Background: an optimization exercise with open tools, aiming at small area, a short achievable clock period and few clock cycles. Do not read the settings as production practice.
In this exercise RTL edits were held to simulation tests only and were not proved equivalent to the original.

==> flow/design.v <==
module md_unit_iter #(
    parameter int WIDTH   = 32,
    parameter int MUL_LAT = 5
) (
    input  logic             clk,
    input  logic             reset,
    input  logic             start,
    input  logic [3:0]       op,
    input  logic [WIDTH-1:0] rs_val,
    input  logic [WIDTH-1:0] rt_val,
    input  logic             flush,
    output logic             busy,
    output logic             done,
    output logic [WIDTH-1:0] hi,
    output logic [WIDTH-1:0] lo
);
    localparam int CMAX = (WIDTH > MUL_LAT) ? WIDTH : MUL_LAT;
    localparam int CW   = $clog2(CMAX + 1);
    localparam logic [3:0] OP_MULT  = 4'd0;
    localparam logic [3:0] OP_MULTU = 4'd1;
    localparam logic [3:0] OP_DIV   = 4'd2;
    localparam logic [3:0] OP_DIVU  = 4'd3;
    localparam logic [3:0] OP_MADD  = 4'd4;
    localparam logic [3:0] OP_MADDU = 4'd5;
    localparam logic [3:0] OP_MSUB  = 4'd6;
    localparam logic [3:0] OP_MSUBU = 4'd7;
    localparam logic [3:0] OP_MTHI  = 4'd8;
    localparam logic [3:0] OP_MTLO  = 4'd9;
    typedef enum logic [1:0] {S_IDLE, S_MUL, S_DIV, S_FIX} state_t;
    state_t             state, state_nx;
    logic [CW-1:0]      cnt;
    logic [2*WIDTH-1:0] mul_res;
    logic [WIDTH-1:0]   hi_q, lo_q, quo, rem, dvs;
    logic               q_neg, r_neg, div_zero, done_q;
    logic op_mul, op_div, op_signed, op_add, op_sub;
    logic load_mul, load_div, wr_hi, wr_lo, fin_mul, fin_div, div_step, cnt_dec;
    logic [2*WIDTH-1:0] a_ext, b_ext, prod, mul_val;
    logic               a_neg, b_neg;
    logic [WIDTH-1:0]   a_abs, b_abs, q_fix, r_fix;
    logic [WIDTH:0]     r_sh, diff;
    always_comb begin
        op_mul    = (op == OP_MULT) || (op == OP_MULTU) || (op == OP_MADD) ||
                    (op == OP_MADDU) || (op == OP_MSUB) || (op == OP_MSUBU);
        op_div    = (op == OP_DIV) || (op == OP_DIVU);
        op_signed = (op == OP_MULT) || (op == OP_DIV) || (op == OP_MADD) || (op == OP_MSUB);
        op_add    = (op == OP_MADD) || (op == OP_MADDU);
        op_sub    = (op == OP_MSUB) || (op == OP_MSUBU);
    end
    assign a_ext = {{WIDTH{op_signed & rs_val[WIDTH-1]}}, rs_val};
    assign b_ext = {{WIDTH{op_signed & rt_val[WIDTH-1]}}, rt_val};
    assign prod  = a_ext * b_ext;
    always_comb begin
        mul_val = prod;
        if (op_add)
            mul_val = {hi_q, lo_q} + prod;
        else if (op_sub)
            mul_val = {hi_q, lo_q} - prod;
    end
    assign a_neg = op_signed & rs_val[WIDTH-1];
    assign b_neg = op_signed & rt_val[WIDTH-1];
    assign a_abs = a_neg ? -rs_val : rs_val;
    assign b_abs = b_neg ? -rt_val : rt_val;
    assign r_sh  = {rem, quo[WIDTH-1]};
    assign diff  = r_sh - {1'b0, dvs};
    assign q_fix = div_zero ? '1 : (q_neg ? -quo : quo);
    assign r_fix = r_neg ? -rem : rem;
    always_comb begin
        state_nx = state;
        load_mul = 1'b0;
        load_div = 1'b0;
        wr_hi    = 1'b0;
        wr_lo    = 1'b0;
        fin_mul  = 1'b0;
        fin_div  = 1'b0;
        div_step = 1'b0;
        cnt_dec  = 1'b0;
        if (flush) begin
            state_nx = S_IDLE;
        end else begin
            case (state)
                S_IDLE: begin
                    if (start) begin
                        if (op_mul) begin
                            state_nx = S_MUL;
                            load_mul = 1'b1;
                        end else if (op_div) begin
                            state_nx = S_DIV;
                            load_div = 1'b1;
                        end else if (op == OP_MTHI) begin
                            wr_hi = 1'b1;
                        end else if (op == OP_MTLO) begin
                            wr_lo = 1'b1;
                        end
                    end
                end
                S_MUL: begin
                    if (cnt == '0) begin
                        state_nx = S_IDLE;
                        fin_mul  = 1'b1;
                    end else begin
                        cnt_dec = 1'b1;
                    end
                end
                S_DIV: begin
                    div_step = 1'b1;
                    if (cnt == '0)
                        state_nx = S_FIX;
                    else
                        cnt_dec = 1'b1;
                end
                S_FIX: begin
                    state_nx = S_IDLE;
                    fin_div  = 1'b1;
                end
                default: state_nx = S_IDLE;
            endcase
        end
    end
    always_ff @(posedge clk or negedge reset) begin
        if (!reset)
            state <= S_IDLE;
        else
            state <= state_nx;
    end
    always_ff @(posedge clk or negedge reset) begin
        if (!reset) begin
            cnt      <= '0;
            mul_res  <= '0;
            hi_q     <= '0;
            lo_q     <= '0;
            quo      <= '0;
            rem      <= '0;
            dvs      <= '0;
            q_neg    <= 1'b0;
            r_neg    <= 1'b0;
            div_zero <= 1'b0;
            done_q   <= 1'b0;
        end else begin
            done_q <= fin_mul | fin_div;
            if (load_mul) begin
                mul_res <= mul_val;
                cnt     <= CW'(MUL_LAT - 1);
            end
            if (load_div) begin
                quo      <= a_abs;
                rem      <= '0;
                dvs      <= b_abs;
                q_neg    <= a_neg ^ b_neg;
                r_neg    <= a_neg;
                div_zero <= (rt_val == '0);
                cnt      <= CW'(WIDTH - 1);
            end
            if (cnt_dec)
                cnt <= cnt - CW'(1);
            if (div_step) begin
                quo <= {quo[WIDTH-2:0], ~diff[WIDTH]};
                rem <= diff[WIDTH] ? r_sh[WIDTH-1:0] : diff[WIDTH-1:0];
            end
            if (wr_hi)
                hi_q <= rs_val;
            if (wr_lo)
                lo_q <= rs_val;
            if (fin_mul)
                {hi_q, lo_q} <= mul_res;
            if (fin_div) begin
                hi_q <= r_fix;
                lo_q <= q_fix;
            end
        end
    end
    assign busy = (state != S_IDLE);
    assign done = done_q;
    assign hi   = hi_q;
    assign lo   = lo_q;
endmodule
==> flow/run.sh <==
#!/bin/bash
# synth_recipe.tcl (not shown) runs the flow's synth.tcl, then flattens the netlist and writes it again
# the make line also repeats each setting of config.mk as NAME=value (left out here)
make -C /OpenROAD-flow-scripts/flow DESIGN_CONFIG=/design/flow/config.mk WORK_HOME=/design/flow/orfs CLKGATE_MAP_FILE= SYNTH_SCRIPT=/design/flow/synth_recipe.tcl finish
==> flow/config.mk <==
export PLATFORM = sky130hd
export DESIGN_NAME = md_unit_iter
export DESIGN_NICKNAME = md_unit_iter
export VERILOG_FILES = /design/flow/design.v
export SDC_FILE = /design/flow/constraint.sdc
export NUM_CORES = 4
export LEC_CHECK = 0
export CAP_MARGIN = 20
export CORE_MARGIN = 2
export CORE_UTILIZATION = 40
export SLEW_MARGIN = 20
==> flow/constraint.sdc <==
create_clock -name core_clock -period 13.0 [get_ports {clk}]
set_input_delay 2.6000 -clock core_clock [delete_from_list [all_inputs] [get_ports {clk}]]
set_output_delay 2.6000 -clock core_clock [all_outputs]
set_load 0.01 [all_outputs]
==> flow_summary.yaml, run 1 <==
outcome:
  status: "no timing/DRC/antenna violations"
cts:
  clkLatencyLatePin_ns: 0.60
  ctsHoldBuffers: 0
logic_synthesis:
  synth-compound-area-share_pct: 13.18
  ys_ff_latch: 236
  netlist_area_um2: 60620
  synthCells: 7255
  synth_fa_ha_area_share_pct: 45.26
  synth.mux.area_fraction_pct: 0.8503
  synth_cell_types: 94
drt:
  detail_route.vias_per_cell: 5.331
  met2WireLength_um: 94240
sta:
  fin_crit_ns: 12.59
  slew_headroom_pct: 26.20
final_layout:
  nNetsFinal: 9504
  multi_input_area_um2: 48550
  multi_input_gates: 5287
  clkCellAreaFrac_pct: 1.430
  buffers: 1081
  mostFrequentLayoutCells: "inv_1, nand2_1, fa_1, buf_4, a21oi_1"
worst_setup_path:
  cp_slowest_cell: "fa_1"
  reg2reg_from: "quo[31]"
  worstPathMaxFanout: 17
  crit_top_cell: "buf_4"
global_routing:
  grtUsageMet2_pct: 42.21
  grt-busiest-layer: "met2"
Testbench counts, summed over its fixed seeds: cycles 34,096.
==> run 2: changes to the inputs <==
==> flow/design.v (replaced) <==
module md_unit_iter #(
    parameter int WIDTH   = 32,
    parameter int MUL_LAT = 5
) (
    input  logic             clk,
    input  logic             reset,
    input  logic             start,
    input  logic [3:0]       op,
    input  logic [WIDTH-1:0] rs_val,
    input  logic [WIDTH-1:0] rt_val,
    input  logic             flush,
    output logic             busy,
    output logic             done,
    output logic [WIDTH-1:0] hi,
    output logic [WIDTH-1:0] lo
);
    localparam logic [2:0] S_IDLE  = 3'd0;
    localparam logic [2:0] S_MUL   = 3'd1;
    localparam logic [2:0] S_MFIN  = 3'd2;
    localparam logic [2:0] S_DPREP = 3'd3;
    localparam logic [2:0] S_DALGN = 3'd4;
    localparam logic [2:0] S_DITER = 3'd5;
    localparam logic [63:0] KOFF = 64'hAAAAAAAC00000000;
    logic [2:0]  state;
    logic        busy_q, done_q;
    logic [31:0] hi_q, lo_q;
    logic [1:0]  mcnt;
    logic [5:0]  dcnt;
    logic [32:0] xr;
    logic [34:0] ysh;
    logic        f_sub, f_dsub, a_neg, b_neg;
    logic [2:0]  acc_s;                   
    logic        m_last;                  
    logic [5:0]  b_one, b_two, b_ng;      
    logic [34:0] pa, pb;
    logic [11:0] cs, cc;                  
    logic        cy;                      
    logic in_mul, in_div, in_sgn;
    always_comb begin
        in_mul = (op[3] == 1'b0) && (op[2] || !op[1]);
        in_div = (op[3:1] == 3'b001);
        in_sgn = (op[3] == 1'b0) && (op[0] == 1'b0);
    end
    logic [34:0] xe, x2;
    assign xe = {xr[32], xr[32], xr};
    assign x2 = {xr[32], xr, 1'b0};
    logic [34:0] rw0, rw1, rw2, rw3, rw4, rw5, sel5;
    logic [5:0]  nb;
    function automatic logic [34:0] brow(input logic one, input logic two, input logic ng,
                                         input logic [34:0] x1, input logic [34:0] x2);
        brow = ((({35{one}} & x1) | ({35{two}} & x2)) ^ {35{ng}}) ^ {1'b1, 34'd0};
    endfunction
    assign rw0  = brow(b_one[0], b_two[0], b_ng[0], xe, x2);
    assign rw1  = brow(b_one[1], b_two[1], b_ng[1], xe, x2);
    assign rw2  = brow(b_one[2], b_two[2], b_ng[2], xe, x2);
    assign rw3  = brow(b_one[3], b_two[3], b_ng[3], xe, x2);
    assign rw4  = brow(b_one[4], b_two[4], b_ng[4], xe, x2);
    assign sel5 = brow(b_one[5], b_two[5], b_ng[5], xe, x2);
    localparam logic [34:0] KROW = 35'(KOFF >> 34);
    assign rw5  = m_last ? KROW : sel5;
    assign nb   = {b_ng[5] & ~m_last, b_ng[4:0]};
    function automatic logic [17:0] benc(input logic [12:0] g, input logic neg);
        logic [5:0] o, t, n;
        for (int r = 0; r < 6; r++) begin
            o[r] = g[2*r+1] ^ g[2*r];
            t[r] = (g[2*r+2] & ~g[2*r+1] & ~g[2*r]) | (~g[2*r+2] & g[2*r+1] & g[2*r]);
            n[r] = g[2*r+2] ^ neg;
        end
        benc = {n, t, o};
    endfunction
    logic [39:0] ar;
    assign ar = {{28{acc_s[2]}} & hi_q[31:4],
                 ({12{acc_s[0]}} & lo_q[11:0]) | ({12{acc_s[1]}} & lo_q[23:12]) |
                 ({12{acc_s[2]}} & {hi_q[3:0], lo_q[31:24]})};
    logic [45:0] sum_v, car_v;
    logic [234:0] fs, fc;
    logic [3:0] hs, hc;
    assign fs[0] = nb[0] ^ pa[0] ^ pb[0];
    assign fc[0] = (nb[0] & pa[0]) | (nb[0] & pb[0]) | (pa[0] & pb[0]);
    assign hs[0] = ar[0] ^ fs[0];
    assign hc[0] = ar[0] & fs[0];
    assign fs[1] = pa[1] ^ pb[1] ^ ar[1];
    assign fc[1] = (pa[1] & pb[1]) | (pa[1] & ar[1]) | (pb[1] & ar[1]);
    assign fs[2] = fc[0] ^ rw0[1] ^ hc[0];
    assign fc[2] = (fc[0] & rw0[1]) | (fc[0] & hc[0]) | (rw0[1] & hc[0]);
    assign fs[3] = nb[1] ^ pa[2] ^ pb[2];
    assign fc[3] = (nb[1] & pa[2]) | (nb[1] & pb[2]) | (pa[2] & pb[2]);
    assign fs[4] = ar[2] ^ fs[3] ^ rw0[2];
    assign fc[4] = (ar[2] & fs[3]) | (ar[2] & rw0[2]) | (fs[3] & rw0[2]);
    assign fs[5] = rw1[0] ^ fc[1] ^ fs[4];
    assign fc[5] = (rw1[0] & fc[1]) | (rw1[0] & fs[4]) | (fc[1] & fs[4]);
    assign fs[6] = pa[3] ^ pb[3] ^ ar[3];
    assign fc[6] = (pa[3] & pb[3]) | (pa[3] & ar[3]) | (pb[3] & ar[3]);
    assign fs[7] = fc[3] ^ rw0[3] ^ rw1[1];
    assign fc[7] = (fc[3] & rw0[3]) | (fc[3] & rw1[1]) | (rw0[3] & rw1[1]);
    assign fs[8] = fs[6] ^ fc[4] ^ fs[7];
    assign fc[8] = (fs[6] & fc[4]) | (fs[6] & fs[7]) | (fc[4] & fs[7]);
    assign fs[9] = nb[2] ^ pa[4] ^ pb[4];
    assign fc[9] = (nb[2] & pa[4]) | (nb[2] & pb[4]) | (pa[4] & pb[4]);
    assign fs[10] = ar[4] ^ fs[9] ^ rw0[4];
    assign fc[10] = (ar[4] & fs[9]) | (ar[4] & rw0[4]) | (fs[9] & rw0[4]);
    assign fs[11] = rw1[2] ^ rw2[0] ^ fc[6];
    assign fc[11] = (rw1[2] & rw2[0]) | (rw1[2] & fc[6]) | (rw2[0] & fc[6]);
    assign fs[12] = fc[7] ^ fs[10] ^ fs[11];
    assign fc[12] = (fc[7] & fs[10]) | (fc[7] & fs[11]) | (fs[10] & fs[11]);
    assign fs[13] = pa[5] ^ pb[5] ^ ar[5];
    assign fc[13] = (pa[5] & pb[5]) | (pa[5] & ar[5]) | (pb[5] & ar[5]);
    assign fs[14] = fc[9] ^ rw0[5] ^ rw1[3];
    assign fc[14] = (fc[9] & rw0[5]) | (fc[9] & rw1[3]) | (rw0[5] & rw1[3]);
    assign fs[15] = rw2[1] ^ fs[13] ^ fc[10];
    assign fc[15] = (rw2[1] & fs[13]) | (rw2[1] & fc[10]) | (fs[13] & fc[10]);
    assign fs[16] = fs[14] ^ fc[11] ^ fs[15];
    assign fc[16] = (fs[14] & fc[11]) | (fs[14] & fs[15]) | (fc[11] & fs[15]);
    assign fs[17] = nb[3] ^ pa[6] ^ pb[6];
    assign fc[17] = (nb[3] & pa[6]) | (nb[3] & pb[6]) | (pa[6] & pb[6]);
    assign fs[18] = ar[6] ^ fs[17] ^ rw0[6];
    assign fc[18] = (ar[6] & fs[17]) | (ar[6] & rw0[6]) | (fs[17] & rw0[6]);
    assign fs[19] = rw1[4] ^ rw2[2] ^ rw3[0];
    assign fc[19] = (rw1[4] & rw2[2]) | (rw1[4] & rw3[0]) | (rw2[2] & rw3[0]);
    assign fs[20] = fc[13] ^ fc[14] ^ fs[18];
    assign fc[20] = (fc[13] & fc[14]) | (fc[13] & fs[18]) | (fc[14] & fs[18]);
    assign fs[21] = fs[19] ^ fc[15] ^ fs[20];
    assign fc[21] = (fs[19] & fc[15]) | (fs[19] & fs[20]) | (fc[15] & fs[20]);
    assign fs[22] = pa[7] ^ pb[7] ^ ar[7];
    assign fc[22] = (pa[7] & pb[7]) | (pa[7] & ar[7]) | (pb[7] & ar[7]);
    assign fs[23] = fc[17] ^ rw0[7] ^ rw1[5];
    assign fc[23] = (fc[17] & rw0[7]) | (fc[17] & rw1[5]) | (rw0[7] & rw1[5]);
    assign fs[24] = rw2[3] ^ rw3[1] ^ fs[22];
    assign fc[24] = (rw2[3] & rw3[1]) | (rw2[3] & fs[22]) | (rw3[1] & fs[22]);
    assign fs[25] = fc[18] ^ fc[19] ^ fs[23];
    assign fc[25] = (fc[18] & fc[19]) | (fc[18] & fs[23]) | (fc[19] & fs[23]);
    assign fs[26] = fs[24] ^ fc[20] ^ fs[25];
    assign fc[26] = (fs[24] & fc[20]) | (fs[24] & fs[25]) | (fc[20] & fs[25]);
    assign fs[27] = nb[4] ^ pa[8] ^ pb[8];
    assign fc[27] = (nb[4] & pa[8]) | (nb[4] & pb[8]) | (pa[8] & pb[8]);
    assign fs[28] = ar[8] ^ fs[27] ^ rw0[8];
    assign fc[28] = (ar[8] & fs[27]) | (ar[8] & rw0[8]) | (fs[27] & rw0[8]);
    assign fs[29] = rw1[6] ^ rw2[4] ^ rw3[2];
    assign fc[29] = (rw1[6] & rw2[4]) | (rw1[6] & rw3[2]) | (rw2[4] & rw3[2]);
    assign fs[30] = rw4[0] ^ fc[22] ^ fc[23];
    assign fc[30] = (rw4[0] & fc[22]) | (rw4[0] & fc[23]) | (fc[22] & fc[23]);
    assign fs[31] = fs[28] ^ fs[29] ^ fc[24];
    assign fc[31] = (fs[28] & fs[29]) | (fs[28] & fc[24]) | (fs[29] & fc[24]);
    assign fs[32] = fs[30] ^ fc[25] ^ fs[31];
    assign fc[32] = (fs[30] & fc[25]) | (fs[30] & fs[31]) | (fc[25] & fs[31]);
    assign fs[33] = pa[9] ^ pb[9] ^ ar[9];
    assign fc[33] = (pa[9] & pb[9]) | (pa[9] & ar[9]) | (pb[9] & ar[9]);
    assign fs[34] = fc[27] ^ rw0[9] ^ rw1[7];
    assign fc[34] = (fc[27] & rw0[9]) | (fc[27] & rw1[7]) | (rw0[9] & rw1[7]);
    assign fs[35] = rw2[5] ^ rw3[3] ^ rw4[1];
    assign fc[35] = (rw2[5] & rw3[3]) | (rw2[5] & rw4[1]) | (rw3[3] & rw4[1]);
    assign fs[36] = fs[33] ^ fc[28] ^ fc[29];
    assign fc[36] = (fs[33] & fc[28]) | (fs[33] & fc[29]) | (fc[28] & fc[29]);
    assign fs[37] = fs[34] ^ fs[35] ^ fc[30];
    assign fc[37] = (fs[34] & fs[35]) | (fs[34] & fc[30]) | (fs[35] & fc[30]);
    assign fs[38] = fs[36] ^ fc[31] ^ fs[37];
    assign fc[38] = (fs[36] & fc[31]) | (fs[36] & fs[37]) | (fc[31] & fs[37]);
    assign fs[39] = nb[5] ^ pa[10] ^ pb[10];
    assign fc[39] = (nb[5] & pa[10]) | (nb[5] & pb[10]) | (pa[10] & pb[10]);
    assign fs[40] = ar[10] ^ fs[39] ^ rw0[10];
    assign fc[40] = (ar[10] & fs[39]) | (ar[10] & rw0[10]) | (fs[39] & rw0[10]);
    assign fs[41] = rw1[8] ^ rw2[6] ^ rw3[4];
    assign fc[41] = (rw1[8] & rw2[6]) | (rw1[8] & rw3[4]) | (rw2[6] & rw3[4]);
    assign fs[42] = rw4[2] ^ rw5[0] ^ fc[33];
    assign fc[42] = (rw4[2] & rw5[0]) | (rw4[2] & fc[33]) | (rw5[0] & fc[33]);
    assign fs[43] = fc[34] ^ fc[35] ^ fs[40];
    assign fc[43] = (fc[34] & fc[35]) | (fc[34] & fs[40]) | (fc[35] & fs[40]);
    assign fs[44] = fs[41] ^ fs[42] ^ fc[36];
    assign fc[44] = (fs[41] & fs[42]) | (fs[41] & fc[36]) | (fs[42] & fc[36]);
    assign fs[45] = fs[43] ^ fc[37] ^ fs[44];
    assign fc[45] = (fs[43] & fc[37]) | (fs[43] & fs[44]) | (fc[37] & fs[44]);
    assign fs[46] = pa[11] ^ pb[11] ^ ar[11];
    assign fc[46] = (pa[11] & pb[11]) | (pa[11] & ar[11]) | (pb[11] & ar[11]);
    assign fs[47] = fc[39] ^ rw0[11] ^ rw1[9];
    assign fc[47] = (fc[39] & rw0[11]) | (fc[39] & rw1[9]) | (rw0[11] & rw1[9]);
    assign fs[48] = rw2[7] ^ rw3[5] ^ rw4[3];
    assign fc[48] = (rw2[7] & rw3[5]) | (rw2[7] & rw4[3]) | (rw3[5] & rw4[3]);
    assign fs[49] = rw5[1] ^ fs[46] ^ fc[40];
    assign fc[49] = (rw5[1] & fs[46]) | (rw5[1] & fc[40]) | (fs[46] & fc[40]);
    assign fs[50] = fc[41] ^ fs[47] ^ fs[48];
    assign fc[50] = (fc[41] & fs[47]) | (fc[41] & fs[48]) | (fs[47] & fs[48]);
    assign fs[51] = fc[42] ^ fs[49] ^ fc[43];
    assign fc[51] = (fc[42] & fs[49]) | (fc[42] & fc[43]) | (fs[49] & fc[43]);
    assign fs[52] = fs[50] ^ fc[44] ^ fs[51];
    assign fc[52] = (fs[50] & fc[44]) | (fs[50] & fs[51]) | (fc[44] & fs[51]);
    assign fs[53] = pa[12] ^ pb[12] ^ ar[12];
    assign fc[53] = (pa[12] & pb[12]) | (pa[12] & ar[12]) | (pb[12] & ar[12]);
    assign fs[54] = rw0[12] ^ rw1[10] ^ rw2[8];
    assign fc[54] = (rw0[12] & rw1[10]) | (rw0[12] & rw2[8]) | (rw1[10] & rw2[8]);
    assign fs[55] = rw3[6] ^ rw4[4] ^ rw5[2];
    assign fc[55] = (rw3[6] & rw4[4]) | (rw3[6] & rw5[2]) | (rw4[4] & rw5[2]);
    assign fs[56] = fc[46] ^ fs[53] ^ fc[47];
    assign fc[56] = (fc[46] & fs[53]) | (fc[46] & fc[47]) | (fs[53] & fc[47]);
    assign fs[57] = fc[48] ^ fs[54] ^ fs[55];
    assign fc[57] = (fc[48] & fs[54]) | (fc[48] & fs[55]) | (fs[54] & fs[55]);
    assign fs[58] = fc[49] ^ fs[56] ^ fc[50];
    assign fc[58] = (fc[49] & fs[56]) | (fc[49] & fc[50]) | (fs[56] & fc[50]);
    assign fs[59] = fs[57] ^ fc[51] ^ fs[58];
    assign fc[59] = (fs[57] & fc[51]) | (fs[57] & fs[58]) | (fc[51] & fs[58]);
    assign fs[60] = pa[13] ^ pb[13] ^ ar[13];
    assign fc[60] = (pa[13] & pb[13]) | (pa[13] & ar[13]) | (pb[13] & ar[13]);
    assign fs[61] = rw0[13] ^ rw1[11] ^ rw2[9];
    assign fc[61] = (rw0[13] & rw1[11]) | (rw0[13] & rw2[9]) | (rw1[11] & rw2[9]);
    assign fs[62] = rw3[7] ^ rw4[5] ^ rw5[3];
    assign fc[62] = (rw3[7] & rw4[5]) | (rw3[7] & rw5[3]) | (rw4[5] & rw5[3]);
    assign fs[63] = fc[53] ^ fs[60] ^ fc[54];
    assign fc[63] = (fc[53] & fs[60]) | (fc[53] & fc[54]) | (fs[60] & fc[54]);
    assign fs[64] = fc[55] ^ fs[61] ^ fs[62];
    assign fc[64] = (fc[55] & fs[61]) | (fc[55] & fs[62]) | (fs[61] & fs[62]);
    assign fs[65] = fc[56] ^ fs[63] ^ fc[57];
    assign fc[65] = (fc[56] & fs[63]) | (fc[56] & fc[57]) | (fs[63] & fc[57]);
    assign fs[66] = fs[64] ^ fc[58] ^ fs[65];
    assign fc[66] = (fs[64] & fc[58]) | (fs[64] & fs[65]) | (fc[58] & fs[65]);
    assign fs[67] = pa[14] ^ pb[14] ^ ar[14];
    assign fc[67] = (pa[14] & pb[14]) | (pa[14] & ar[14]) | (pb[14] & ar[14]);
    assign fs[68] = rw0[14] ^ rw1[12] ^ rw2[10];
    assign fc[68] = (rw0[14] & rw1[12]) | (rw0[14] & rw2[10]) | (rw1[12] & rw2[10]);
    assign fs[69] = rw3[8] ^ rw4[6] ^ rw5[4];
    assign fc[69] = (rw3[8] & rw4[6]) | (rw3[8] & rw5[4]) | (rw4[6] & rw5[4]);
    assign fs[70] = fc[60] ^ fs[67] ^ fc[61];
    assign fc[70] = (fc[60] & fs[67]) | (fc[60] & fc[61]) | (fs[67] & fc[61]);
    assign fs[71] = fc[62] ^ fs[68] ^ fs[69];
    assign fc[71] = (fc[62] & fs[68]) | (fc[62] & fs[69]) | (fs[68] & fs[69]);
    assign fs[72] = fc[63] ^ fs[70] ^ fc[64];
    assign fc[72] = (fc[63] & fs[70]) | (fc[63] & fc[64]) | (fs[70] & fc[64]);
    assign fs[73] = fs[71] ^ fc[65] ^ fs[72];
    assign fc[73] = (fs[71] & fc[65]) | (fs[71] & fs[72]) | (fc[65] & fs[72]);
    assign fs[74] = pa[15] ^ pb[15] ^ ar[15];
    assign fc[74] = (pa[15] & pb[15]) | (pa[15] & ar[15]) | (pb[15] & ar[15]);
    assign fs[75] = rw0[15] ^ rw1[13] ^ rw2[11];
    assign fc[75] = (rw0[15] & rw1[13]) | (rw0[15] & rw2[11]) | (rw1[13] & rw2[11]);
    assign fs[76] = rw3[9] ^ rw4[7] ^ rw5[5];
    assign fc[76] = (rw3[9] & rw4[7]) | (rw3[9] & rw5[5]) | (rw4[7] & rw5[5]);
    assign fs[77] = fc[67] ^ fs[74] ^ fc[68];
    assign fc[77] = (fc[67] & fs[74]) | (fc[67] & fc[68]) | (fs[74] & fc[68]);
    assign fs[78] = fc[69] ^ fs[75] ^ fs[76];
    assign fc[78] = (fc[69] & fs[75]) | (fc[69] & fs[76]) | (fs[75] & fs[76]);
    assign fs[79] = fc[70] ^ fs[77] ^ fc[71];
    assign fc[79] = (fc[70] & fs[77]) | (fc[70] & fc[71]) | (fs[77] & fc[71]);
    assign fs[80] = fs[78] ^ fc[72] ^ fs[79];
    assign fc[80] = (fs[78] & fc[72]) | (fs[78] & fs[79]) | (fc[72] & fs[79]);
    assign fs[81] = pa[16] ^ pb[16] ^ ar[16];
    assign fc[81] = (pa[16] & pb[16]) | (pa[16] & ar[16]) | (pb[16] & ar[16]);
    assign fs[82] = rw0[16] ^ rw1[14] ^ rw2[12];
    assign fc[82] = (rw0[16] & rw1[14]) | (rw0[16] & rw2[12]) | (rw1[14] & rw2[12]);
    assign fs[83] = rw3[10] ^ rw4[8] ^ rw5[6];
    assign fc[83] = (rw3[10] & rw4[8]) | (rw3[10] & rw5[6]) | (rw4[8] & rw5[6]);
    assign fs[84] = fc[74] ^ fs[81] ^ fc[75];
    assign fc[84] = (fc[74] & fs[81]) | (fc[74] & fc[75]) | (fs[81] & fc[75]);
    assign fs[85] = fc[76] ^ fs[82] ^ fs[83];
    assign fc[85] = (fc[76] & fs[82]) | (fc[76] & fs[83]) | (fs[82] & fs[83]);
    assign fs[86] = fc[77] ^ fs[84] ^ fc[78];
    assign fc[86] = (fc[77] & fs[84]) | (fc[77] & fc[78]) | (fs[84] & fc[78]);
    assign fs[87] = fs[85] ^ fc[79] ^ fs[86];
    assign fc[87] = (fs[85] & fc[79]) | (fs[85] & fs[86]) | (fc[79] & fs[86]);
    assign fs[88] = pa[17] ^ pb[17] ^ ar[17];
    assign fc[88] = (pa[17] & pb[17]) | (pa[17] & ar[17]) | (pb[17] & ar[17]);
    assign fs[89] = rw0[17] ^ rw1[15] ^ rw2[13];
    assign fc[89] = (rw0[17] & rw1[15]) | (rw0[17] & rw2[13]) | (rw1[15] & rw2[13]);
    assign fs[90] = rw3[11] ^ rw4[9] ^ rw5[7];
    assign fc[90] = (rw3[11] & rw4[9]) | (rw3[11] & rw5[7]) | (rw4[9] & rw5[7]);
    assign fs[91] = fc[81] ^ fs[88] ^ fc[82];
    assign fc[91] = (fc[81] & fs[88]) | (fc[81] & fc[82]) | (fs[88] & fc[82]);
    assign fs[92] = fc[83] ^ fs[89] ^ fs[90];
    assign fc[92] = (fc[83] & fs[89]) | (fc[83] & fs[90]) | (fs[89] & fs[90]);
    assign fs[93] = fc[84] ^ fs[91] ^ fc[85];
    assign fc[93] = (fc[84] & fs[91]) | (fc[84] & fc[85]) | (fs[91] & fc[85]);
    assign fs[94] = fs[92] ^ fc[86] ^ fs[93];
    assign fc[94] = (fs[92] & fc[86]) | (fs[92] & fs[93]) | (fc[86] & fs[93]);
    assign fs[95] = pa[18] ^ pb[18] ^ ar[18];
    assign fc[95] = (pa[18] & pb[18]) | (pa[18] & ar[18]) | (pb[18] & ar[18]);
    assign fs[96] = rw0[18] ^ rw1[16] ^ rw2[14];
    assign fc[96] = (rw0[18] & rw1[16]) | (rw0[18] & rw2[14]) | (rw1[16] & rw2[14]);
    assign fs[97] = rw3[12] ^ rw4[10] ^ rw5[8];
    assign fc[97] = (rw3[12] & rw4[10]) | (rw3[12] & rw5[8]) | (rw4[10] & rw5[8]);
    assign fs[98] = fc[88] ^ fs[95] ^ fc[89];
    assign fc[98] = (fc[88] & fs[95]) | (fc[88] & fc[89]) | (fs[95] & fc[89]);
    assign fs[99] = fc[90] ^ fs[96] ^ fs[97];
    assign fc[99] = (fc[90] & fs[96]) | (fc[90] & fs[97]) | (fs[96] & fs[97]);
    assign fs[100] = fc[91] ^ fs[98] ^ fc[92];
    assign fc[100] = (fc[91] & fs[98]) | (fc[91] & fc[92]) | (fs[98] & fc[92]);
    assign fs[101] = fs[99] ^ fc[93] ^ fs[100];
    assign fc[101] = (fs[99] & fc[93]) | (fs[99] & fs[100]) | (fc[93] & fs[100]);
    assign fs[102] = pa[19] ^ pb[19] ^ ar[19];
    assign fc[102] = (pa[19] & pb[19]) | (pa[19] & ar[19]) | (pb[19] & ar[19]);
    assign fs[103] = rw0[19] ^ rw1[17] ^ rw2[15];
    assign fc[103] = (rw0[19] & rw1[17]) | (rw0[19] & rw2[15]) | (rw1[17] & rw2[15]);
    assign fs[104] = rw3[13] ^ rw4[11] ^ rw5[9];
    assign fc[104] = (rw3[13] & rw4[11]) | (rw3[13] & rw5[9]) | (rw4[11] & rw5[9]);
    assign fs[105] = fc[95] ^ fs[102] ^ fc[96];
    assign fc[105] = (fc[95] & fs[102]) | (fc[95] & fc[96]) | (fs[102] & fc[96]);
    assign fs[106] = fc[97] ^ fs[103] ^ fs[104];
    assign fc[106] = (fc[97] & fs[103]) | (fc[97] & fs[104]) | (fs[103] & fs[104]);
    assign fs[107] = fc[98] ^ fs[105] ^ fc[99];
    assign fc[107] = (fc[98] & fs[105]) | (fc[98] & fc[99]) | (fs[105] & fc[99]);
    assign fs[108] = fs[106] ^ fc[100] ^ fs[107];
    assign fc[108] = (fs[106] & fc[100]) | (fs[106] & fs[107]) | (fc[100] & fs[107]);
    assign fs[109] = pa[20] ^ pb[20] ^ ar[20];
    assign fc[109] = (pa[20] & pb[20]) | (pa[20] & ar[20]) | (pb[20] & ar[20]);
    assign fs[110] = rw0[20] ^ rw1[18] ^ rw2[16];
    assign fc[110] = (rw0[20] & rw1[18]) | (rw0[20] & rw2[16]) | (rw1[18] & rw2[16]);
    assign fs[111] = rw3[14] ^ rw4[12] ^ rw5[10];
    assign fc[111] = (rw3[14] & rw4[12]) | (rw3[14] & rw5[10]) | (rw4[12] & rw5[10]);
    assign fs[112] = fc[102] ^ fs[109] ^ fc[103];
    assign fc[112] = (fc[102] & fs[109]) | (fc[102] & fc[103]) | (fs[109] & fc[103]);
    assign fs[113] = fc[104] ^ fs[110] ^ fs[111];
    assign fc[113] = (fc[104] & fs[110]) | (fc[104] & fs[111]) | (fs[110] & fs[111]);
    assign fs[114] = fc[105] ^ fs[112] ^ fc[106];
    assign fc[114] = (fc[105] & fs[112]) | (fc[105] & fc[106]) | (fs[112] & fc[106]);
    assign fs[115] = fs[113] ^ fc[107] ^ fs[114];
    assign fc[115] = (fs[113] & fc[107]) | (fs[113] & fs[114]) | (fc[107] & fs[114]);
    assign fs[116] = pa[21] ^ pb[21] ^ ar[21];
    assign fc[116] = (pa[21] & pb[21]) | (pa[21] & ar[21]) | (pb[21] & ar[21]);
    assign fs[117] = rw0[21] ^ rw1[19] ^ rw2[17];
    assign fc[117] = (rw0[21] & rw1[19]) | (rw0[21] & rw2[17]) | (rw1[19] & rw2[17]);
    assign fs[118] = rw3[15] ^ rw4[13] ^ rw5[11];
    assign fc[118] = (rw3[15] & rw4[13]) | (rw3[15] & rw5[11]) | (rw4[13] & rw5[11]);
    assign fs[119] = fc[109] ^ fs[116] ^ fc[110];
    assign fc[119] = (fc[109] & fs[116]) | (fc[109] & fc[110]) | (fs[116] & fc[110]);
    assign fs[120] = fc[111] ^ fs[117] ^ fs[118];
    assign fc[120] = (fc[111] & fs[117]) | (fc[111] & fs[118]) | (fs[117] & fs[118]);
    assign fs[121] = fc[112] ^ fs[119] ^ fc[113];
    assign fc[121] = (fc[112] & fs[119]) | (fc[112] & fc[113]) | (fs[119] & fc[113]);
    assign fs[122] = fs[120] ^ fc[114] ^ fs[121];
    assign fc[122] = (fs[120] & fc[114]) | (fs[120] & fs[121]) | (fc[114] & fs[121]);
    assign fs[123] = pa[22] ^ pb[22] ^ ar[22];
    assign fc[123] = (pa[22] & pb[22]) | (pa[22] & ar[22]) | (pb[22] & ar[22]);
    assign fs[124] = rw0[22] ^ rw1[20] ^ rw2[18];
    assign fc[124] = (rw0[22] & rw1[20]) | (rw0[22] & rw2[18]) | (rw1[20] & rw2[18]);
    assign fs[125] = rw3[16] ^ rw4[14] ^ rw5[12];
    assign fc[125] = (rw3[16] & rw4[14]) | (rw3[16] & rw5[12]) | (rw4[14] & rw5[12]);
    assign fs[126] = fc[116] ^ fs[123] ^ fc[117];
    assign fc[126] = (fc[116] & fs[123]) | (fc[116] & fc[117]) | (fs[123] & fc[117]);
    assign fs[127] = fc[118] ^ fs[124] ^ fs[125];
    assign fc[127] = (fc[118] & fs[124]) | (fc[118] & fs[125]) | (fs[124] & fs[125]);
    assign fs[128] = fc[119] ^ fs[126] ^ fc[120];
    assign fc[128] = (fc[119] & fs[126]) | (fc[119] & fc[120]) | (fs[126] & fc[120]);
    assign fs[129] = fs[127] ^ fc[121] ^ fs[128];
    assign fc[129] = (fs[127] & fc[121]) | (fs[127] & fs[128]) | (fc[121] & fs[128]);
    assign fs[130] = pa[23] ^ pb[23] ^ ar[23];
    assign fc[130] = (pa[23] & pb[23]) | (pa[23] & ar[23]) | (pb[23] & ar[23]);
    assign fs[131] = rw0[23] ^ rw1[21] ^ rw2[19];
    assign fc[131] = (rw0[23] & rw1[21]) | (rw0[23] & rw2[19]) | (rw1[21] & rw2[19]);
    assign fs[132] = rw3[17] ^ rw4[15] ^ rw5[13];
    assign fc[132] = (rw3[17] & rw4[15]) | (rw3[17] & rw5[13]) | (rw4[15] & rw5[13]);
    assign fs[133] = fc[123] ^ fs[130] ^ fc[124];
    assign fc[133] = (fc[123] & fs[130]) | (fc[123] & fc[124]) | (fs[130] & fc[124]);
    assign fs[134] = fc[125] ^ fs[131] ^ fs[132];
    assign fc[134] = (fc[125] & fs[131]) | (fc[125] & fs[132]) | (fs[131] & fs[132]);
    assign fs[135] = fc[126] ^ fs[133] ^ fc[127];
    assign fc[135] = (fc[126] & fs[133]) | (fc[126] & fc[127]) | (fs[133] & fc[127]);
    assign fs[136] = fs[134] ^ fc[128] ^ fs[135];
    assign fc[136] = (fs[134] & fc[128]) | (fs[134] & fs[135]) | (fc[128] & fs[135]);
    assign fs[137] = pa[24] ^ pb[24] ^ ar[24];
    assign fc[137] = (pa[24] & pb[24]) | (pa[24] & ar[24]) | (pb[24] & ar[24]);
    assign fs[138] = rw0[24] ^ rw1[22] ^ rw2[20];
    assign fc[138] = (rw0[24] & rw1[22]) | (rw0[24] & rw2[20]) | (rw1[22] & rw2[20]);
    assign fs[139] = rw3[18] ^ rw4[16] ^ rw5[14];
    assign fc[139] = (rw3[18] & rw4[16]) | (rw3[18] & rw5[14]) | (rw4[16] & rw5[14]);
    assign fs[140] = fc[130] ^ fs[137] ^ fc[131];
    assign fc[140] = (fc[130] & fs[137]) | (fc[130] & fc[131]) | (fs[137] & fc[131]);
    assign fs[141] = fc[132] ^ fs[138] ^ fs[139];
    assign fc[141] = (fc[132] & fs[138]) | (fc[132] & fs[139]) | (fs[138] & fs[139]);
    assign fs[142] = fc[133] ^ fs[140] ^ fc[134];
    assign fc[142] = (fc[133] & fs[140]) | (fc[133] & fc[134]) | (fs[140] & fc[134]);
    assign fs[143] = fs[141] ^ fc[135] ^ fs[142];
    assign fc[143] = (fs[141] & fc[135]) | (fs[141] & fs[142]) | (fc[135] & fs[142]);
    assign fs[144] = pa[25] ^ pb[25] ^ ar[25];
    assign fc[144] = (pa[25] & pb[25]) | (pa[25] & ar[25]) | (pb[25] & ar[25]);
    assign fs[145] = rw0[25] ^ rw1[23] ^ rw2[21];
    assign fc[145] = (rw0[25] & rw1[23]) | (rw0[25] & rw2[21]) | (rw1[23] & rw2[21]);
    assign fs[146] = rw3[19] ^ rw4[17] ^ rw5[15];
    assign fc[146] = (rw3[19] & rw4[17]) | (rw3[19] & rw5[15]) | (rw4[17] & rw5[15]);
    assign fs[147] = fc[137] ^ fs[144] ^ fc[138];
    assign fc[147] = (fc[137] & fs[144]) | (fc[137] & fc[138]) | (fs[144] & fc[138]);
    assign fs[148] = fc[139] ^ fs[145] ^ fs[146];
    assign fc[148] = (fc[139] & fs[145]) | (fc[139] & fs[146]) | (fs[145] & fs[146]);
    assign fs[149] = fc[140] ^ fs[147] ^ fc[141];
    assign fc[149] = (fc[140] & fs[147]) | (fc[140] & fc[141]) | (fs[147] & fc[141]);
    assign fs[150] = fs[148] ^ fc[142] ^ fs[149];
    assign fc[150] = (fs[148] & fc[142]) | (fs[148] & fs[149]) | (fc[142] & fs[149]);
    assign fs[151] = pa[26] ^ pb[26] ^ ar[26];
    assign fc[151] = (pa[26] & pb[26]) | (pa[26] & ar[26]) | (pb[26] & ar[26]);
    assign fs[152] = rw0[26] ^ rw1[24] ^ rw2[22];
    assign fc[152] = (rw0[26] & rw1[24]) | (rw0[26] & rw2[22]) | (rw1[24] & rw2[22]);
    assign fs[153] = rw3[20] ^ rw4[18] ^ rw5[16];
    assign fc[153] = (rw3[20] & rw4[18]) | (rw3[20] & rw5[16]) | (rw4[18] & rw5[16]);
    assign fs[154] = fc[144] ^ fs[151] ^ fc[145];
    assign fc[154] = (fc[144] & fs[151]) | (fc[144] & fc[145]) | (fs[151] & fc[145]);
    assign fs[155] = fc[146] ^ fs[152] ^ fs[153];
    assign fc[155] = (fc[146] & fs[152]) | (fc[146] & fs[153]) | (fs[152] & fs[153]);
    assign fs[156] = fc[147] ^ fs[154] ^ fc[148];
    assign fc[156] = (fc[147] & fs[154]) | (fc[147] & fc[148]) | (fs[154] & fc[148]);
    assign fs[157] = fs[155] ^ fc[149] ^ fs[156];
    assign fc[157] = (fs[155] & fc[149]) | (fs[155] & fs[156]) | (fc[149] & fs[156]);
    assign fs[158] = pa[27] ^ pb[27] ^ ar[27];
    assign fc[158] = (pa[27] & pb[27]) | (pa[27] & ar[27]) | (pb[27] & ar[27]);
    assign fs[159] = rw0[27] ^ rw1[25] ^ rw2[23];
    assign fc[159] = (rw0[27] & rw1[25]) | (rw0[27] & rw2[23]) | (rw1[25] & rw2[23]);
    assign fs[160] = rw3[21] ^ rw4[19] ^ rw5[17];
    assign fc[160] = (rw3[21] & rw4[19]) | (rw3[21] & rw5[17]) | (rw4[19] & rw5[17]);
    assign fs[161] = fc[151] ^ fs[158] ^ fc[152];
    assign fc[161] = (fc[151] & fs[158]) | (fc[151] & fc[152]) | (fs[158] & fc[152]);
    assign fs[162] = fc[153] ^ fs[159] ^ fs[160];
    assign fc[162] = (fc[153] & fs[159]) | (fc[153] & fs[160]) | (fs[159] & fs[160]);
    assign fs[163] = fc[154] ^ fs[161] ^ fc[155];
    assign fc[163] = (fc[154] & fs[161]) | (fc[154] & fc[155]) | (fs[161] & fc[155]);
    assign fs[164] = fs[162] ^ fc[156] ^ fs[163];
    assign fc[164] = (fs[162] & fc[156]) | (fs[162] & fs[163]) | (fc[156] & fs[163]);
    assign fs[165] = pa[28] ^ pb[28] ^ ar[28];
    assign fc[165] = (pa[28] & pb[28]) | (pa[28] & ar[28]) | (pb[28] & ar[28]);
    assign fs[166] = rw0[28] ^ rw1[26] ^ rw2[24];
    assign fc[166] = (rw0[28] & rw1[26]) | (rw0[28] & rw2[24]) | (rw1[26] & rw2[24]);
    assign fs[167] = rw3[22] ^ rw4[20] ^ rw5[18];
    assign fc[167] = (rw3[22] & rw4[20]) | (rw3[22] & rw5[18]) | (rw4[20] & rw5[18]);
    assign fs[168] = fc[158] ^ fs[165] ^ fc[159];
    assign fc[168] = (fc[158] & fs[165]) | (fc[158] & fc[159]) | (fs[165] & fc[159]);
    assign fs[169] = fc[160] ^ fs[166] ^ fs[167];
    assign fc[169] = (fc[160] & fs[166]) | (fc[160] & fs[167]) | (fs[166] & fs[167]);
    assign fs[170] = fc[161] ^ fs[168] ^ fc[162];
    assign fc[170] = (fc[161] & fs[168]) | (fc[161] & fc[162]) | (fs[168] & fc[162]);
    assign fs[171] = fs[169] ^ fc[163] ^ fs[170];
    assign fc[171] = (fs[169] & fc[163]) | (fs[169] & fs[170]) | (fc[163] & fs[170]);
    assign fs[172] = pa[29] ^ pb[29] ^ ar[29];
    assign fc[172] = (pa[29] & pb[29]) | (pa[29] & ar[29]) | (pb[29] & ar[29]);
    assign fs[173] = rw0[29] ^ rw1[27] ^ rw2[25];
    assign fc[173] = (rw0[29] & rw1[27]) | (rw0[29] & rw2[25]) | (rw1[27] & rw2[25]);
    assign fs[174] = rw3[23] ^ rw4[21] ^ rw5[19];
    assign fc[174] = (rw3[23] & rw4[21]) | (rw3[23] & rw5[19]) | (rw4[21] & rw5[19]);
    assign fs[175] = fc[165] ^ fs[172] ^ fc[166];
    assign fc[175] = (fc[165] & fs[172]) | (fc[165] & fc[166]) | (fs[172] & fc[166]);
    assign fs[176] = fc[167] ^ fs[173] ^ fs[174];
    assign fc[176] = (fc[167] & fs[173]) | (fc[167] & fs[174]) | (fs[173] & fs[174]);
    assign fs[177] = fc[168] ^ fs[175] ^ fc[169];
    assign fc[177] = (fc[168] & fs[175]) | (fc[168] & fc[169]) | (fs[175] & fc[169]);
    assign fs[178] = fs[176] ^ fc[170] ^ fs[177];
    assign fc[178] = (fs[176] & fc[170]) | (fs[176] & fs[177]) | (fc[170] & fs[177]);
    assign fs[179] = pa[30] ^ pb[30] ^ ar[30];
    assign fc[179] = (pa[30] & pb[30]) | (pa[30] & ar[30]) | (pb[30] & ar[30]);
    assign fs[180] = rw0[30] ^ rw1[28] ^ rw2[26];
    assign fc[180] = (rw0[30] & rw1[28]) | (rw0[30] & rw2[26]) | (rw1[28] & rw2[26]);
    assign fs[181] = rw3[24] ^ rw4[22] ^ rw5[20];
    assign fc[181] = (rw3[24] & rw4[22]) | (rw3[24] & rw5[20]) | (rw4[22] & rw5[20]);
    assign fs[182] = fc[172] ^ fs[179] ^ fc[173];
    assign fc[182] = (fc[172] & fs[179]) | (fc[172] & fc[173]) | (fs[179] & fc[173]);
    assign fs[183] = fc[174] ^ fs[180] ^ fs[181];
    assign fc[183] = (fc[174] & fs[180]) | (fc[174] & fs[181]) | (fs[180] & fs[181]);
    assign fs[184] = fc[175] ^ fs[182] ^ fc[176];
    assign fc[184] = (fc[175] & fs[182]) | (fc[175] & fc[176]) | (fs[182] & fc[176]);
    assign fs[185] = fs[183] ^ fc[177] ^ fs[184];
    assign fc[185] = (fs[183] & fc[177]) | (fs[183] & fs[184]) | (fc[177] & fs[184]);
    assign fs[186] = pa[31] ^ pb[31] ^ ar[31];
    assign fc[186] = (pa[31] & pb[31]) | (pa[31] & ar[31]) | (pb[31] & ar[31]);
    assign fs[187] = rw0[31] ^ rw1[29] ^ rw2[27];
    assign fc[187] = (rw0[31] & rw1[29]) | (rw0[31] & rw2[27]) | (rw1[29] & rw2[27]);
    assign fs[188] = rw3[25] ^ rw4[23] ^ rw5[21];
    assign fc[188] = (rw3[25] & rw4[23]) | (rw3[25] & rw5[21]) | (rw4[23] & rw5[21]);
    assign fs[189] = fc[179] ^ fs[186] ^ fc[180];
    assign fc[189] = (fc[179] & fs[186]) | (fc[179] & fc[180]) | (fs[186] & fc[180]);
    assign fs[190] = fc[181] ^ fs[187] ^ fs[188];
    assign fc[190] = (fc[181] & fs[187]) | (fc[181] & fs[188]) | (fs[187] & fs[188]);
    assign fs[191] = fc[182] ^ fs[189] ^ fc[183];
    assign fc[191] = (fc[182] & fs[189]) | (fc[182] & fc[183]) | (fs[189] & fc[183]);
    assign fs[192] = fs[190] ^ fc[184] ^ fs[191];
    assign fc[192] = (fs[190] & fc[184]) | (fs[190] & fs[191]) | (fc[184] & fs[191]);
    assign fs[193] = pa[32] ^ pb[32] ^ ar[32];
    assign fc[193] = (pa[32] & pb[32]) | (pa[32] & ar[32]) | (pb[32] & ar[32]);
    assign fs[194] = rw0[32] ^ rw1[30] ^ rw2[28];
    assign fc[194] = (rw0[32] & rw1[30]) | (rw0[32] & rw2[28]) | (rw1[30] & rw2[28]);
    assign fs[195] = rw3[26] ^ rw4[24] ^ rw5[22];
    assign fc[195] = (rw3[26] & rw4[24]) | (rw3[26] & rw5[22]) | (rw4[24] & rw5[22]);
    assign fs[196] = fc[186] ^ fs[193] ^ fc[187];
    assign fc[196] = (fc[186] & fs[193]) | (fc[186] & fc[187]) | (fs[193] & fc[187]);
    assign fs[197] = fc[188] ^ fs[194] ^ fs[195];
    assign fc[197] = (fc[188] & fs[194]) | (fc[188] & fs[195]) | (fs[194] & fs[195]);
    assign fs[198] = fc[189] ^ fs[196] ^ fc[190];
    assign fc[198] = (fc[189] & fs[196]) | (fc[189] & fc[190]) | (fs[196] & fc[190]);
    assign fs[199] = fs[197] ^ fc[191] ^ fs[198];
    assign fc[199] = (fs[197] & fc[191]) | (fs[197] & fs[198]) | (fc[191] & fs[198]);
    assign fs[200] = pa[33] ^ pb[33] ^ ar[33];
    assign fc[200] = (pa[33] & pb[33]) | (pa[33] & ar[33]) | (pb[33] & ar[33]);
    assign fs[201] = rw0[33] ^ rw1[31] ^ rw2[29];
    assign fc[201] = (rw0[33] & rw1[31]) | (rw0[33] & rw2[29]) | (rw1[31] & rw2[29]);
    assign fs[202] = rw3[27] ^ rw4[25] ^ rw5[23];
    assign fc[202] = (rw3[27] & rw4[25]) | (rw3[27] & rw5[23]) | (rw4[25] & rw5[23]);
    assign fs[203] = fc[193] ^ fs[200] ^ fc[194];
    assign fc[203] = (fc[193] & fs[200]) | (fc[193] & fc[194]) | (fs[200] & fc[194]);
    assign fs[204] = fc[195] ^ fs[201] ^ fs[202];
    assign fc[204] = (fc[195] & fs[201]) | (fc[195] & fs[202]) | (fs[201] & fs[202]);
    assign fs[205] = fc[196] ^ fs[203] ^ fc[197];
    assign fc[205] = (fc[196] & fs[203]) | (fc[196] & fc[197]) | (fs[203] & fc[197]);
    assign fs[206] = fs[204] ^ fc[198] ^ fs[205];
    assign fc[206] = (fs[204] & fc[198]) | (fs[204] & fs[205]) | (fc[198] & fs[205]);
    assign fs[207] = ar[34] ^ rw0[34] ^ rw1[32];
    assign fc[207] = (ar[34] & rw0[34]) | (ar[34] & rw1[32]) | (rw0[34] & rw1[32]);
    assign fs[208] = rw2[30] ^ rw3[28] ^ rw4[26];
    assign fc[208] = (rw2[30] & rw3[28]) | (rw2[30] & rw4[26]) | (rw3[28] & rw4[26]);
    assign fs[209] = rw5[24] ^ fc[200] ^ fc[201];
    assign fc[209] = (rw5[24] & fc[200]) | (rw5[24] & fc[201]) | (fc[200] & fc[201]);
    assign fs[210] = fc[202] ^ fs[207] ^ fs[208];
    assign fc[210] = (fc[202] & fs[207]) | (fc[202] & fs[208]) | (fs[207] & fs[208]);
    assign fs[211] = fc[203] ^ fs[209] ^ fc[204];
    assign fc[211] = (fc[203] & fs[209]) | (fc[203] & fc[204]) | (fs[209] & fc[204]);
    assign fs[212] = fs[210] ^ fc[205] ^ fs[211];
    assign fc[212] = (fs[210] & fc[205]) | (fs[210] & fs[211]) | (fc[205] & fs[211]);
    assign fs[213] = ar[35] ^ rw1[33] ^ rw2[31];
    assign fc[213] = (ar[35] & rw1[33]) | (ar[35] & rw2[31]) | (rw1[33] & rw2[31]);
    assign fs[214] = rw3[29] ^ rw4[27] ^ rw5[25];
    assign fc[214] = (rw3[29] & rw4[27]) | (rw3[29] & rw5[25]) | (rw4[27] & rw5[25]);
    assign fs[215] = fc[207] ^ fc[208] ^ fs[213];
    assign fc[215] = (fc[207] & fc[208]) | (fc[207] & fs[213]) | (fc[208] & fs[213]);
    assign fs[216] = fs[214] ^ fc[209] ^ fc[210];
    assign fc[216] = (fs[214] & fc[209]) | (fs[214] & fc[210]) | (fc[209] & fc[210]);
    assign fs[217] = fs[215] ^ fc[211] ^ fs[216];
    assign fc[217] = (fs[215] & fc[211]) | (fs[215] & fs[216]) | (fc[211] & fs[216]);
    assign fs[218] = ar[36] ^ rw1[34] ^ rw2[32];
    assign fc[218] = (ar[36] & rw1[34]) | (ar[36] & rw2[32]) | (rw1[34] & rw2[32]);
    assign fs[219] = rw3[30] ^ rw4[28] ^ rw5[26];
    assign fc[219] = (rw3[30] & rw4[28]) | (rw3[30] & rw5[26]) | (rw4[28] & rw5[26]);
    assign fs[220] = fc[213] ^ fc[214] ^ fs[218];
    assign fc[220] = (fc[213] & fc[214]) | (fc[213] & fs[218]) | (fc[214] & fs[218]);
    assign fs[221] = fs[219] ^ fc[215] ^ fs[220];
    assign fc[221] = (fs[219] & fc[215]) | (fs[219] & fs[220]) | (fc[215] & fs[220]);
    assign hs[1] = fc[216] ^ fs[221];
    assign hc[1] = fc[216] & fs[221];
    assign fs[222] = ar[37] ^ rw2[33] ^ rw3[31];
    assign fc[222] = (ar[37] & rw2[33]) | (ar[37] & rw3[31]) | (rw2[33] & rw3[31]);
    assign fs[223] = rw4[29] ^ rw5[27] ^ fc[218];
    assign fc[223] = (rw4[29] & rw5[27]) | (rw4[29] & fc[218]) | (rw5[27] & fc[218]);
    assign fs[224] = fc[219] ^ fs[222] ^ fs[223];
    assign fc[224] = (fc[219] & fs[222]) | (fc[219] & fs[223]) | (fs[222] & fs[223]);
    assign fs[225] = fc[220] ^ fc[221] ^ fs[224];
    assign fc[225] = (fc[220] & fc[221]) | (fc[220] & fs[224]) | (fc[221] & fs[224]);
    assign fs[226] = ar[38] ^ rw2[34] ^ rw3[32];
    assign fc[226] = (ar[38] & rw2[34]) | (ar[38] & rw3[32]) | (rw2[34] & rw3[32]);
    assign fs[227] = rw4[30] ^ rw5[28] ^ fc[222];
    assign fc[227] = (rw4[30] & rw5[28]) | (rw4[30] & fc[222]) | (rw5[28] & fc[222]);
    assign fs[228] = fs[226] ^ fc[223] ^ fs[227];
    assign fc[228] = (fs[226] & fc[223]) | (fs[226] & fs[227]) | (fc[223] & fs[227]);
    assign hs[2] = fc[224] ^ fs[228];
    assign hc[2] = fc[224] & fs[228];
    assign fs[229] = ar[39] ^ rw3[33] ^ rw4[31];
    assign fc[229] = (ar[39] & rw3[33]) | (ar[39] & rw4[31]) | (rw3[33] & rw4[31]);
    assign fs[230] = rw5[29] ^ fc[226] ^ fs[229];
    assign fc[230] = (rw5[29] & fc[226]) | (rw5[29] & fs[229]) | (fc[226] & fs[229]);
    assign fs[231] = fc[227] ^ fs[230] ^ fc[228];
    assign fc[231] = (fc[227] & fs[230]) | (fc[227] & fc[228]) | (fs[230] & fc[228]);
    assign fs[232] = rw3[34] ^ rw4[32] ^ rw5[30];
    assign fc[232] = (rw3[34] & rw4[32]) | (rw3[34] & rw5[30]) | (rw4[32] & rw5[30]);
    assign fs[233] = fc[229] ^ fs[232] ^ fc[230];
    assign fc[233] = (fc[229] & fs[232]) | (fc[229] & fc[230]) | (fs[232] & fc[230]);
    assign fs[234] = rw4[33] ^ rw5[31] ^ fc[232];
    assign fc[234] = (rw4[33] & rw5[31]) | (rw4[33] & fc[232]) | (rw5[31] & fc[232]);
    assign hs[3] = rw4[34] ^ rw5[32];
    assign hc[3] = rw4[34] & rw5[32];
    assign sum_v = {1'b0, rw5[34], rw5[33], hs[3], fs[234], fs[233], hc[2], hs[2], hc[1], hs[1], fc[212], fc[206], fc[199], fc[192], fc[185], fc[178], fc[171], fc[164], fc[157], fc[150], fc[143], fc[136], fc[129], fc[122], fc[115], fc[108], fc[101], fc[94], fc[87], fc[80], fc[73], fc[66], fc[59], fc[52], fc[45], fc[38], fc[32], fc[26], fc[21], fc[16], fc[12], fc[8], fc[5], fc[2], fs[1], rw0[0]};
    assign car_v = {1'b0, 1'b0, hc[3], fc[234], fc[233], fc[231], fs[231], fc[225], fs[225], fc[217], fs[217], fs[212], fs[206], fs[199], fs[192], fs[185], fs[178], fs[171], fs[164], fs[157], fs[150], fs[143], fs[136], fs[129], fs[122], fs[115], fs[108], fs[101], fs[94], fs[87], fs[80], fs[73], fs[66], fs[59], fs[52], fs[45], fs[38], fs[32], fs[26], fs[21], fs[16], fs[12], fs[8], fs[5], fs[2], hs[0]};
    logic [12:0] piece;
    assign piece = {1'b0, cs} + {1'b0, cc} + 13'(cy);
    logic [39:0] mres;
    assign mres = {pa[27:0], cs} + {pb[27:0], cc} + 40'(cy);
    function automatic logic [5:0] clz32(input logic [31:0] v);
        logic [5:0] n;
        n = 6'd32;
        for (int i = 0; i < 32; i++)
            if (v[i]) n = 6'(31 - i);
        clz32 = n;
    endfunction
    function automatic logic [31:0] smear(input logic [31:0] v);
        logic [31:0] m;
        m = v;
        m = m | (m >> 1);
        m = m | (m >> 2);
        m = m | (m >> 4);
        m = m | (m >> 8);
        m = m | (m >> 16);
        smear = m;
    endfunction
    logic        q_neg;
    logic [31:0] a_raw, b_raw, ta, tb, ma, sa;
    logic [5:0]  za, zb, za_q, zb_q, s_est;
    logic        b_zero, q_zero;
    assign a_raw  = xr[31:0];
    assign b_raw  = ysh[32:1];
    assign q_neg  = a_neg ^ b_neg;
    assign ta     = a_raw ^ {32{a_neg}};           
    assign tb     = b_raw ^ {32{b_neg}};           
    assign za     = clz32(ta);
    assign zb     = clz32(tb);
    assign s_est  = zb_q - za_q + 6'(a_neg);       
    assign ma     = smear(ta);
    assign sa     = a_neg ? {ma[30:0], 1'b1} : ma;
    assign q_zero = |(tb & ~sa);
    assign b_zero = (b_raw == 32'd0);
    logic [34:0] dx, dt, r_nx;
    logic        dz, d_take, d_last;
    logic [31:0] q_nx, qm_nx;
    assign dx     = pb;                            
    assign dt     = pa + dx + 35'(f_dsub);
    assign dz     = (((pa ^ dx) ^ {(pa[33:0] | dx[33:0]), f_dsub}) == 35'd0);
    assign d_take = a_neg ? (dt[34] | dz) : ~dt[34];
    assign r_nx   = d_take ? dt : pa;
    assign q_nx   = {ysh[30:0], d_take};
    assign qm_nx  = d_take ? {ysh[30:0], 1'b0} : {xr[30:0], 1'b1};
    assign d_last = (dcnt == 6'd0);
    always_ff @(posedge clk or negedge reset) begin
        if (!reset) begin
            state  <= S_IDLE;
            busy_q <= 1'b0;
            done_q <= 1'b0;
            hi_q   <= '0;
            lo_q   <= '0;
            mcnt   <= '0;
        end else begin
            done_q <= 1'b0;
            mcnt   <= '0;
            if (flush) begin
                state  <= S_IDLE;
                busy_q <= 1'b0;
            end else begin
                case (state)
                    S_IDLE: begin
                        if (start) begin
                            if (in_mul) begin
                                state  <= S_MUL;
                                busy_q <= 1'b1;
                            end else if (in_div) begin
                                state  <= S_DPREP;
                                busy_q <= 1'b1;
                            end else if (op == 4'd8) begin
                                hi_q <= rs_val;
                            end else if (op == 4'd9) begin
                                lo_q <= rs_val;
                            end
                        end
                    end
                    S_MUL: begin
                        mcnt <= mcnt + 2'd1;
                        if (m_last)
                            state <= S_MFIN;
                    end
                    S_MFIN: begin
                        {hi_q, lo_q} <= {mres, ysh[34:11]};
                        state  <= S_IDLE;
                        busy_q <= 1'b0;
                        done_q <= 1'b1;
                    end
                    S_DPREP: begin
                        if (b_zero || q_zero) begin
                            hi_q   <= a_raw;
                            lo_q   <= {32{b_zero}};
                            state  <= S_IDLE;
                            busy_q <= 1'b0;
                            done_q <= 1'b1;
                        end else begin
                            state <= S_DALGN;
                        end
                    end
                    S_DALGN: state <= S_DITER;
                    S_DITER: begin
                        if (d_last) begin
                            hi_q   <= r_nx[31:0];
                            lo_q   <= q_neg ? ~qm_nx : q_nx;
                            state  <= S_IDLE;
                            busy_q <= 1'b0;
                            done_q <= 1'b1;
                        end
                    end
                    default: begin
                        state  <= S_IDLE;
                        busy_q <= 1'b0;
                    end
                endcase
            end
        end
    end
    always_ff @(posedge clk) begin
        dcnt <= dcnt - 6'd1;
        cs   <= sum_v[11:0];
        cc   <= car_v[11:0];
        cy   <= 1'b0;
        case (state)
            S_IDLE: begin
                xr     <= {in_sgn & rs_val[31], rs_val};
                ysh    <= {{2{in_sgn & rt_val[31]}}, rt_val, 1'b0};
                acc_s  <= {2'b0, op[2]};
                m_last <= 1'b0;
                f_sub  <= op[2] & op[1];
                f_dsub <= ~(in_sgn & (rs_val[31] ^ rt_val[31]));
                a_neg  <= in_div & in_sgn & rs_val[31];
                b_neg  <= in_div & in_sgn & rt_val[31];
                {b_ng, b_two, b_one} <= benc({rt_val[11:0], 1'b0}, op[2] & op[1]);
                pa     <= '0;
                pb     <= '0;
            end
            S_MUL: begin
                ysh <= {(mcnt == 2'd0) ? {12{ysh[34]}} : piece[11:0], ysh[34:12]};
                cy  <= (mcnt != 2'd0) & piece[12];
                acc_s  <= {acc_s[1:0], 1'b0};
                m_last <= (mcnt == 2'd1);
                {b_ng, b_two, b_one} <= benc(ysh[24:12], f_sub);
                pa  <= {1'b0, sum_v[45:12]};
                pb  <= {1'b0, car_v[45:12]};
                cs  <= sum_v[11:0];
                cc  <= car_v[11:0];
            end
            S_MFIN: begin
                pa <= '0;
                pb <= '0;
            end
            S_DPREP: begin
                pa   <= {{3{a_neg}}, a_raw};
                pb   <= {{3{b_neg}}, b_raw} ^ {35{f_dsub}};
                za_q <= za;
                zb_q <= zb;
            end
            S_DALGN: begin
                pb   <= (pb << s_est) | ({35{f_dsub}} & ~({35{1'b1}} << s_est));
                ysh  <= '0;
                xr   <= '1;
                dcnt <= s_est;
            end
            S_DITER: begin
                pa  <= r_nx;
                pb  <= {pb[34], pb[34:1]};
                ysh <= {3'b0, q_nx};
                xr  <= {1'b0, qm_nx};
            end
            default: ;
        endcase
    end
    assign busy = busy_q;
    assign done = done_q;
    assign hi   = hi_q;
    assign lo   = lo_q;
endmodule
==> flow/flow/run.sh (new file) <==
#!/bin/bash
set -euo pipefail
MARGIN=$(cat flow/margin.txt)
bash standard.sh SETUP_SLACK_MARGIN=$MARGIN REMOVE_ABC_BUFFERS=1 TNS_END_PERCENT=0 ABC_AREA=1 finish \
    > standard_make.log 2>&1
==> flow/flow/margin.txt (new file) <==
9.0
==> flow/standard.sh (new file) <==
#!/bin/bash
# synth_recipe.tcl (not shown) runs the flow's synth.tcl, then flattens the netlist and writes it again
# the make line also repeats each setting of config.mk as NAME=value (left out here)
make -C /OpenROAD-flow-scripts/flow DESIGN_CONFIG=/design/flow/config.mk WORK_HOME=/design/flow/orfs CLKGATE_MAP_FILE= SYNTH_SCRIPT=/design/flow/synth_recipe.tcl "${@:-finish}"
removed: flow/run.sh
==> flow_summary.yaml, run 2 <==
global_routing:
  grt_pass1_vias: 31760
  grt_max_degree: 74
  antenna_found_initial: 3
logic_synthesis:
  yosysWarnings: 1
  synth_cell_types: 59
  synth_flop_cell: "edfxtp_1"
  netlist_area_um2: 32520
  synth_top_cell_by_area: "edfxtp_1"
  ys_seq_area_share_pct: 23.62
  syn_avg_cell_area_um2: 7.426
  synth_area_leaders: "edfxtp_1, fa_1, nand2_1"
  synthCells: 4380
  ys_ff_latch: 278
  synth_common_cells: "nand2_1, inv_1, o21ai_0, nor2_1, a21oi_1"
outcome:
  status: "no timing/DRC/antenna violations"
cts:
  clock_tree.root_cell: "clkbuf_16"
  h-tree-depth: 2
  numCtsBuffers: 38
  clkLatencyLatePin_ns: 0.63
  cts_tree: "done"
final_layout:
  mostFrequentLayoutCells: "nand2_1, inv_1, o21ai_0, nor2_1, a21oi_1"
  nNetsFinal: 4815
  drive_gt1_share_pct: 8.589
  area_delta_synth_final_pct: 14.19
sta:
  slew_viol_final: 0
  slew_headroom_pct: 16.81
  finalHoldViolCount: 0
  fmax_mhz: 229.9
  clock_skew_ns: 0.04470
  fin_crit_ns: 4.349
min_path:
  hold_class: "flip-flop to flip-flop"
floorplan:
  rows: 104
  start_util_pct: 40.38
  dieArea_um2: 83600
worst_setup_path:
  worstPathMaxFanout: 52
  cp-end-kind: "flip-flop"
  crit_arrival_ns: 4.84
drt:
  detail_route.vias_per_cell: 6.273
  firstDrtPassIters: 8
  drtIter0Drc: 5954
job:
  cap_violations: 0
placed_design:
  place_area_um2: 34560
run 2: changes by cell type after synthesis, sizes merged, moves of 135 or more:
| cell | before | now |
|---|---|---|
| inv | 1280 | 684 |
| and2 | 282 | 0 |
| clkbuf | 359 | 224 |
| fa | 1128 | 240 |
| a21oi | 416 | 254 |
| edfxtp | 0 | 176 |
| ha | 388 | 97 |
| nand2 | 1163 | 893 |
| dfrtp | 236 | 71 |
| o22ai | 10 | 232 |
| xor2 | 82 | 217 |
run 2: layout make-up:
class | count | area, um2
repair inverters | 5 | 41.29
clock buffers | 50 | 1067
well taps | 1060 | 1326
clock inverters | 20 | 269.0
fillers | 8126 | 43410
flip-flops and latches | 278 | 7699
diodes | 1 | 2.502
inverters | 690 | 2730
multi-input cells | 3126 | 21500
repair buffers | 267 | 2502
run 2: logic make-up after synthesis:
logic type	synth area share, %
AOI/OAI and AO/OA	19.67
xor gates and xnor gates	8.506
adders and majority gates	18.50
buffers and inverters	11.63
DFF	23.62
muxes	0.8002
and+or+nand+nor	17.28
run 2: worst paths after layout:
check | start | end | slack, ns | depth (start not counted)
max in group asynchronous | reset | hi_q[13] | 9.79 | 2
min in group asynchronous | reset | hi_q[7] | 1.94 | 1
hold reg to reg | dcnt[0] | dcnt[0] | 0.46 | 1
hold / removal | dcnt[0] | dcnt[0] | 0.46 | 1
setup reg to reg | state[1] | hi_q[15] | 8.65 | 17
setup / recovery | state[1] | hi_q[15] | 8.65 | 17
run 2: metrics by stage:
step / cells / worst slack, ns
floorplan: 4090 / 6.228
global placement: 5348 / 7.196
detailed placement: 5348 / 7.207
CTS: 5437 / 8.725
global route: 5496 / 8.697
finish: 5497 / 8.651
run 2: timing repair:
| action | in CTS | in global routing |
|---|---|---|
| pin swaps | 2 | 16 |
| gates cloned | 7 | 5 |
| hold buffers | 0 | 0 |
| setup endpoints to repair | 224 | 237 |
| buffers inserted | 12 | 54 |
| gates resized for setup | 68 | 113 |
run 2: worst max-delay path, stage by stage (launching register included):
cell and delay [ns]:
dfrtp_1 0.44, inv_1 0.08, buf_4 0.50, nor3_2 0.07
buf_4 0.20, inv_2 0.05, buf_4 0.51, nand2_1 0.23
nor2_2 0.13, buf_4 0.50, inv_1 0.38, nand2_1 0.21
nor2_4 0.08, o21ai_4 0.07, buf_12 0.31, clkinv_8 0.20
nand2_1 0.12, nand2_1 0.05
run 2: routing by layer:
| metal | vias to the layer above | GRT usage [%] | wire length (um) |
|---|---|---|---|
| met4 | 0 | 27.29 | 15030 |
| met1 | 16320 | 52.54 | 63780 |
| met5 | - | 0 | 0 |
| met2 | 3048 | 54.72 | 66190 |
| met3 | 633 | 14.18 | 25370 |
| li1 | 14480 | - | - |
Testbench counts of run 2, summed over its fixed seeds: cycles 16,119.

-- separate check: timing with driven ports --
No port has a modelled driver above. Below, the same layouts with a new extraction and two added sets of constraints.
Step 1 sets driving cells, clkbuf_16 on the clock port and buf_2 on the other inputs (assumed; they add their load-dependent delay and slew).
Step 2 also shifts input and output timing later by t, the mid clock arrival at the registers, as if the neighbouring blocks saw the same clock.
a / b / c = ideal ports / drivers / drivers and shift; a / b = the first two.
run	t (ns)	setup slack, ns	hold slack, ns	worst setup path after step 2
run 1	0.665	0.412 / 0.451 / -0.214	0.476 / 0.476 / 0.476	input to register
run 2	0.672	8.651 / 8.651 / 8.232	0.464 / 0.464 / 0.464	input to register
With both steps, setup timing fails in run 1, where it was met with ideal ports. The setup slack of run 1, which loses most, moves by +0.039 ns with the drivers and by -0.626 ns with both steps.
